Context: an optimization exercise on an open-source flow, tuned for small area and a short achievable clock period. The choices shown serve that exercise and are no tape-out recipe. Where RTL was checked, it was by simulation tests only, not by an equivalence proof against the original. Power figures rest on the tool's default switching activity, not on a simulated workload.

## JK
==> module spi_ram_slave_burst, before the edit <==
module spi_ram_slave_burst #(
  parameter int DATA_WIDTH = 8,
  parameter int ADDR_WIDTH = 8,
  parameter bit BURST_EN   = 1'b1
) (
  input  logic clk,
  input  logic rst_n,
  input  logic SS_n,
  input  logic MOSI,
  output logic MISO
);
  logic       idle_q;    
  logic       c1_q;      
  logic       c0_q;      
  logic       data_q;    
  logic [2:0] cnt_q;     
  logic [1:0] cmd_q;
  logic       cmp_q;     
  logic [7:0] rx_q;      
  logic [7:1] tx_q;      
  logic       miso_q;
  logic       rst_seen_q;  
  logic       sel2_q;      
  logic       missed_q;    
  assign MISO = miso_q;
  wire last_bit  = data_q && (cnt_q == 3'd7);
  wire act_waddr = cmp_q && (cmd_q == 2'b00);
  wire act_wdata = cmp_q && (cmd_q == 2'b01);
  wire act_raddr = cmp_q && (cmd_q == 2'b10);
  wire act_rd    = cmp_q && (cmd_q == 2'b11);
  wire act_rdata = act_rd && !SS_n;
  wire ld_next   = last_bit && (cmd_q == 2'b11);
  logic [7:0]    t_q;        
  logic [2047:0] ring_q;     
  logic [7:0] wt_q;
  logic       wpend_q;
  logic [7:0] wbuf_q;
  logic [7:0] ws_q;
  logic       wnow_q;
  logic [7:0] whi_q;
  logic [3:0] wlo_q;
  logic [7:0] rs_q;
  logic       cat_q;
  logic [7:0] chi_q;
  logic [3:0] clo_q;
  logic [7:0] pf_q;
  logic [7:0] tap_word;
  always_comb begin
    tap_word = '0;
    for (int p = 0; p < 32; p++)
      tap_word = tap_word | (ring_q[64*p +: 8] & {8{chi_q[p/4] && clo_q[p%4]}});
  end
  logic [2047:0] ring_d;
  always_comb begin
    ring_d = {ring_q[2039:0], ring_q[2047:2040]};
    for (int p = 0; p < 32; p++)
      if (wnow_q && whi_q[p/4] && wlo_q[p%4]) ring_d[64*p +: 8] = wbuf_q;
  end
  wire [7:0] rx_slot = rx_q + t_q + 8'd1;
  logic       wpend_d;
  logic [7:0] wt_d, ws_d;
  always_comb begin
    if (rst_seen_q)     wt_d = t_q + 8'd1;
    else if (act_waddr) wt_d = rx_slot;
    else if (act_wdata) wt_d = wt_q + 8'd2;
    else                wt_d = wt_q + 8'd1;
    if (act_wdata) begin
      wpend_d = 1'b1;
      ws_d    = wt_q + 8'd2;
    end else begin
      wpend_d = wpend_q && !wnow_q;
      ws_d    = ws_q + 8'd1;
    end
  end
  logic [7:0] rs_d, cs_d;
  always_comb begin
    if (rst_seen_q)     rs_d = t_q + 8'd1;
    else if (act_raddr) rs_d = rx_slot;
    else if (act_rd)    rs_d = rs_q + 8'd2;
    else if (missed_q)  rs_d = rs_q;
    else                rs_d = rs_q + 8'd1;
    cs_d = rs_q + (sel2_q ? 8'd2 : 8'd1);
  end
  function automatic logic [7:0] dec3(input logic [2:0] v);
    dec3 = 8'd1 << v;
  endfunction
  function automatic logic [3:0] dec2(input logic [1:0] v);
    dec2 = 4'd1 << v;
  endfunction
  always_ff @(posedge clk) begin
    t_q    <= t_q + 8'd1;
    rx_q   <= {rx_q[6:0], MOSI};
    ring_q <= ring_d;
    wt_q    <= wt_d;
    wpend_q <= wpend_d;
    ws_q    <= ws_d;
    if (act_wdata) wbuf_q <= rx_q;
    wnow_q  <= wpend_d && (ws_d[2:0] == 3'd0);
    whi_q   <= dec3(ws_d[7:5]);
    wlo_q   <= dec2(ws_d[4:3]);
    rs_q  <= rs_d;
    sel2_q   <= data_q && (cmd_q == 2'b11) && (cnt_q[2:1] == 2'b11);
    missed_q <= act_rd && SS_n;
    cat_q <= (cs_d[2:0] == 3'd0);
    chi_q <= dec3(cs_d[7:5]);
    clo_q <= dec2(cs_d[4:3]);
    if (cat_q) pf_q <= tap_word;
  end
  always_ff @(posedge clk or negedge rst_n) begin
    if (!rst_n) rst_seen_q <= 1'b1;
    else        rst_seen_q <= 1'b0;
  end
  always_ff @(posedge clk or negedge rst_n) begin
    if (!rst_n) begin
      idle_q    <= 1'b1;
      c1_q      <= 1'b0;
      c0_q      <= 1'b0;
      data_q    <= 1'b0;
      cnt_q     <= '0;
      cmd_q     <= '0;
      cmp_q     <= 1'b0;
      tx_q      <= '0;
      miso_q    <= 1'b0;
    end else begin
      if (SS_n) begin
        miso_q <= 1'b0;
        tx_q   <= '0;
      end else if (act_rd) begin
        miso_q <= pf_q[7];
        tx_q   <= pf_q[6:0];
      end else begin
        miso_q <= tx_q[7];
        tx_q   <= {tx_q[6:1], 1'b0};
      end
      cmp_q <= !SS_n && last_bit;
      if (SS_n) begin
        idle_q <= 1'b1;
        c1_q   <= 1'b0;
        c0_q   <= 1'b0;
        data_q <= 1'b0;
      end else begin
        idle_q <= 1'b0;
        c1_q   <= idle_q;
        c0_q   <= c1_q;
        if (c1_q) cmd_q[1] <= MOSI;
        if (c0_q) begin
          cmd_q[0] <= MOSI;
          data_q   <= 1'b1;
          cnt_q    <= '0;
        end else if (data_q) begin
          cnt_q <= cnt_q + 3'd1;
          if (cnt_q == 3'd7 && !cmd_q[0]) data_q <= 1'b0;
        end
      end
    end
  end
endmodule
make LEC_CHECK=0 ABC_CLOCK_PERIOD_IN_PS=2200 CAP_MARGIN=20 CORE_MARGIN=2 CORE_UTILIZATION=40 CTS_CLUSTER_DIAMETER=110 CTS_CLUSTER_SIZE=25 SETUP_SLACK_MARGIN=2.3 SLEW_MARGIN=20 finish   # period 4.4 ns
run.sh (not shown) runs the stock make flow with config.mk's settings and CLKGATE_MAP_FILE= SYNTH_SCRIPT=/design/flow/synth_recipe.tcl, a recipe that flattens the netlist after the stock synthesis.
Input changes introduced in MS (baseline for comparison: JK):
diff --git a/flow/design.v b/flow/design.v
--- a/flow/design.v
+++ b/flow/design.v
@@ -34,20 +34,18 @@
   logic [2047:0] ring_q;     
   logic [7:0] wt_q;
-  logic       wpend_q;
-  logic [7:0] wbuf_q;
-  logic [7:0] ws_q;
-  logic       wnow_q;
-  logic [7:0] whi_q;
-  logic [3:0] wlo_q;
-  logic [7:0] rs_q;
-  logic       cat_q;
-  logic [7:0] chi_q;
-  logic [3:0] clo_q;
-  logic [7:0] pf_q;
+  logic        wpend_q;
+  logic [7:0]  wbuf_q;
+  logic [7:0]  ws_q;
+  logic [31:0] wen_q;
+  logic        wnow_q;    
+  logic [7:0]  rs_q;
+  logic [31:0] csel_q;
+  logic        cat_q;
+  logic [7:0]  pf_q;
   logic [7:0] tap_word;
   always_comb begin
     tap_word = '0;
     for (int p = 0; p < 32; p++)
-      tap_word = tap_word | (ring_q[64*p +: 8] & {8{chi_q[p/4] && clo_q[p%4]}});
+      tap_word = tap_word | (ring_q[64*p +: 8] & {8{csel_q[p]}});
   end
   logic [2047:0] ring_d;
@@ -55,5 +53,5 @@
     ring_d = {ring_q[2039:0], ring_q[2047:2040]};
     for (int p = 0; p < 32; p++)
-      if (wnow_q && whi_q[p/4] && wlo_q[p%4]) ring_d[64*p +: 8] = wbuf_q;
+      if (wen_q[p]) ring_d[64*p +: 8] = wbuf_q;
   end
   wire [7:0] rx_slot = rx_q + t_q + 8'd1;
@@ -82,9 +80,6 @@
     cs_d = rs_q + (sel2_q ? 8'd2 : 8'd1);
   end
-  function automatic logic [7:0] dec3(input logic [2:0] v);
-    dec3 = 8'd1 << v;
-  endfunction
-  function automatic logic [3:0] dec2(input logic [1:0] v);
-    dec2 = 4'd1 << v;
+  function automatic logic [31:0] port_of(input logic en, input logic [7:0] slot);
+    port_of = (en && slot[2:0] == 3'd0) ? (32'd1 << slot[7:3]) : 32'd0;
   endfunction
   always_ff @(posedge clk) begin
@@ -96,13 +91,11 @@
     ws_q    <= ws_d;
     if (act_wdata) wbuf_q <= rx_q;
+    wen_q   <= port_of(wpend_d, ws_d);
     wnow_q  <= wpend_d && (ws_d[2:0] == 3'd0);
-    whi_q   <= dec3(ws_d[7:5]);
-    wlo_q   <= dec2(ws_d[4:3]);
     rs_q  <= rs_d;
     sel2_q   <= data_q && (cmd_q == 2'b11) && (cnt_q[2:1] == 2'b11);
     missed_q <= act_rd && SS_n;
-    cat_q <= (cs_d[2:0] == 3'd0);
-    chi_q <= dec3(cs_d[7:5]);
-    clo_q <= dec2(cs_d[4:3]);
+    cat_q  <= (cs_d[2:0] == 3'd0);
+    csel_q <= port_of(1'b1, cs_d);
     if (cat_q) pf_q <= tap_word;
   end
### Flow results
- Diff JK and MS: fraction of power spent switching nets higher in MS
- MS vs. JK: antenna diode count increased by 3 relative to the old numbers; length of routed met2 wiring higher; number of setup buffers added after CTS shows an increase of 5; count of plain and timing-repair buffers in the layout decreased by 26 relative to the old numbers; post-placement cell area +1.8%.
- Higher smallest setup slack after layout goes to MS over JK.
- MS ended with every stage complete and zero timing, DRC or antenna violations.
- Between JK and MS, reported leakage power decreased.
- Per the comparison of MS with JK, sequential cell count now larger; portion of total power attributed to the clock network decreased by 0.4 points relative to the old numbers; number of max-cap violations level.
The RTL of MS was laid out without a check of its function.

-- what the ideal ports hide --
The results above use ideal ports. As a check the final layouts listed here were re-extracted and re-timed, cells and wires unchanged. Step 1 (the two cells are an assumption about what drives the block):
set clk [get_ports {clk}]
set_driving_cell -lib_cell sky130_fd_sc_hd__clkbuf_16 $clk
set_driving_cell -lib_cell sky130_fd_sc_hd__buf_2 [delete_from_list [all_inputs] $clk]
Step 2, shift: input delay + t, output delay - t, t = (earliest + latest rising clock arrival at the registers) / 2. This alone moves slack from input paths to output paths. a / b / c = no drivers / after step 1 / after step 2; a / b = the first two.
run	shift t [ns]	setup WS [ns]	latest minus earliest clock arrival (ns)	worst data-port slew with drivers (ns)
JK	0.746	2.176 / 2.176 / 2.047	0.032 / 0.032	0.03
MS	0.763	2.305 / 2.240 / 2.033	0.032 / 0.032	0.03
After both steps every run listed still meets setup and hold. The setup slack of MS, which loses most, moves by -0.065 ns with the drivers and by -0.272 ns with both steps.
